From an optimization exercise on the open Yosys and OpenROAD flow, aimed at small area and a short achievable clock period; shortcuts taken in it are not production practice.
The RTL was checked by simulation tests, not by an equivalence proof against the original design.
Power figures rest on the tool's default switching activity, not on a simulated workload.

// tile_map_scroller
module tile_map_scroller (
    input  logic        pixel_clk_in,
    input  logic        rst_in,
    input  logic [10:0] hcount_in,
    input  logic [9:0]  vcount_in,
    input  logic        new_frame_in,
    input  logic        pause_in,
    input  logic [4:0]  speed_in,
    input  logic        map_we_in,
    input  logic [8:0]  map_waddr_in,
    input  logic [5:0]  map_wdata_in,
    output logic [10:0] hcount_out,
    output logic [9:0]  vcount_out,
    output logic [5:0]  unique_image_index,
    output logic        in_sprite,
    output logic [11:0] offset_out,
    output logic        map_ready_out
);
make LEC_CHECK=0 CAP_MARGIN=20 CORE_MARGIN=2 CORE_UTILIZATION=70 CTS_CLUSTER_DIAMETER=90 CTS_CLUSTER_SIZE=28 SETUP_SLACK_MARGIN=5 SLEW_MARGIN=20 SYNTH_HIERARCHICAL=1 TNS_END_PERCENT=10 finish   # period 8.0 ns
run.sh (not shown) runs the stock make flow with config.mk's settings and CLKGATE_MAP_FILE= SYNTH_SCRIPT=/design/flow/synth_recipe.tcl, a recipe that flattens the netlist after the stock synthesis.
The baseline finished clean.
Edit:
CORE_UTILIZATION = 65   (was 70)
TNS_END_PERCENT = 20   (was 10)
=> Sequential power hardly moves. Routed wire length drops slightly. Power stays flat. Fmax decreases by a few percent. Global-route usage came out lower by 2.7 points. Clock skew is about the same.
Edit:
CORE_UTILIZATION = 70   (was 65)
TNS_END_PERCENT = 5   (was 20)
Result:
- count of clock-buffer cells in the layout decreases by 16
- core utilization rose by 4.4 points
- flip-flop and latch count stays the same
- synthesized area is unchanged
- worst hold slack is better by 0.016 ns

* * *

Another version of the RTL of tile_map_scroller (not shown whole).
For scale: about 6800 cells after synthesis, roughly 3100 flip-flops, ~87 I/O pins.
==> flow/design.v (excerpt) <==
module tile_map_scroller (
    input  logic        pixel_clk_in,
    input  logic        rst_in,
    input  logic [10:0] hcount_in,
    input  logic [9:0]  vcount_in,
    input  logic        new_frame_in,
    input  logic        pause_in,
    input  logic [4:0]  speed_in,
    input  logic        map_we_in,
    input  logic [8:0]  map_waddr_in,
    input  logic [5:0]  map_wdata_in,
    output logic [10:0] hcount_out,
    output logic [9:0]  vcount_out,
    output logic [5:0]  unique_image_index,
    output logic        in_sprite,
    output logic [11:0] offset_out,
    output logic        map_ready_out
);
    logic        ready_q;
    logic [8:0]  clr_q;
    logic [9:0]  scroll_q;
    logic [5:0]  map_q [512];
    logic [10:0] hcount_q;
    logic [9:0]  vcount_q;
    logic [5:0]  index_q;
    logic        in_sprite_q;
    always_ff @(posedge pixel_clk_in) begin
        if (rst_in) begin
            ready_q <= 1'b0;
            clr_q   <= '0;
        end else if (!ready_q) begin
            clr_q <= clr_q + 1'b1;
            if (&clr_q) ready_q <= 1'b1;
        end
    end
    logic       sweep;
    logic [7:0] grp_we;
    always_comb begin
        sweep   = !ready_q;
        for (int g = 0; g < 8; g++)
            grp_we[g] = map_we_in && (map_waddr_in[5:3] == 3'(g));
    end
    always_ff @(posedge pixel_clk_in) begin
        if (rst_in) begin
            scroll_q <= '0;
        end else if (ready_q && new_frame_in && !pause_in) begin
            scroll_q <= scroll_q + {{5{speed_in[4]}}, speed_in};
        end
    end
    logic [9:0] world_x;
    logic [7:0] hi_sel;
    logic [5:0] by_grp [8];
    logic [5:0] code;
    logic       br;
    logic       c4;
    always_comb begin
        world_x = hcount_in[9:0] + scroll_q;
        c4      = 5'(hcount_in[3:0]) + 5'(scroll_q[3:0]) > 5'd15;
        br = !rst_in && ready_q && (vcount_in[9:7] == 3'd0) && (hcount_in < 11'd1280);
        for (int i = 0; i < 8; i++) hi_sel[i] = br && (world_x[9:7] == 3'(i));
    end
    for (genvar g = 0; g < 8; g++) begin : g_grp
        logic [383:0] d;
        for (genvar r = 0; r < 8; r++) begin : g_r
  ...
Settings: LEC_CHECK=0, CAP_MARGIN=20, CORE_MARGIN=2, CORE_UTILIZATION=60, CTS_CLUSTER_DIAMETER=90, CTS_CLUSTER_SIZE=28, SETUP_SLACK_MARGIN=4.5, SLEW_MARGIN=20, SYNTH_HIERARCHICAL=1, TNS_END_PERCENT=5; clock period 8.0 ns.
Rerun with:
CORE_UTILIZATION = 70   (was 60)
SETUP_SLACK_MARGIN = 5   (was 4.5)
Result: The new run finished clean. Final cell count went down by 3.4%. Count of clock-buffer cells in the layout went up by 4. Clock skew went up by 0.017 ns. Area after synthesis is unchanged. Register-to-register slack gets better by 0.12 ns. Die area went down by 14%. Routed wire length went down by 2.5%. Maximum frequency went up by 5.8%. Worst hold slack gets better by 0.011 ns. Flip-flop and latch count is unchanged. Via count went up by 2.7%.
Rerun with:
CORE_UTILIZATION = 60   (was 70)
TNS_END_PERCENT = 0   (was 5)
Outcome: Sequential share of layout area hardly moves; first-iteration DRC count shrinks by 12%; cell count grows by 4.1%; non-clock buffer count shrinks by 51; maximum frequency shrinks by about 1.8%; wire length grows by 4.9%.

## separate check: timing with driven ports
No port has a modelled driver above. Below, the same layouts with a new extraction and two added sets of constraints. Step 1, drivers: a clkbuf_16 drives pixel_clk_in and a buf_2 each remaining input, both assumed. Step 2 moves the port delays by t, midway between the first and last clock arrival at a register: inputs arrive t later, outputs are due t later. That takes back most of the time a late clock gives input paths. Slacks: ideal / step 1 / step 2; pairs: ideal / step 1.
| run | t (ns) | setup WS [ns] | worst setup path at the end |
|---|---|---|---|
| the first run of note 1 | 0.907 | 4.273 / 3.992 / 3.085 | input to register |
| the second run of note 1 | 0.915 | 4.004 / 3.908 / 2.993 | input to register |
| the third run of note 1 | 0.906 | 4.274 / 3.985 / 3.079 | input to register |
| the first run of note 2 | 0.925 | 3.995 / 3.772 / 2.847 | input to register |
| the second run of note 2 | 0.918 | 4.215 / 4.015 / 3.097 | input to register |
| the third run of note 2 | 0.925 | 4.146 / 3.942 / 3.016 | input to register |
After both steps every run listed still meets setup and hold. The setup slack of the third run of note 1, which loses most, moves by -0.289 ns with the drivers and by -1.195 ns with both steps.
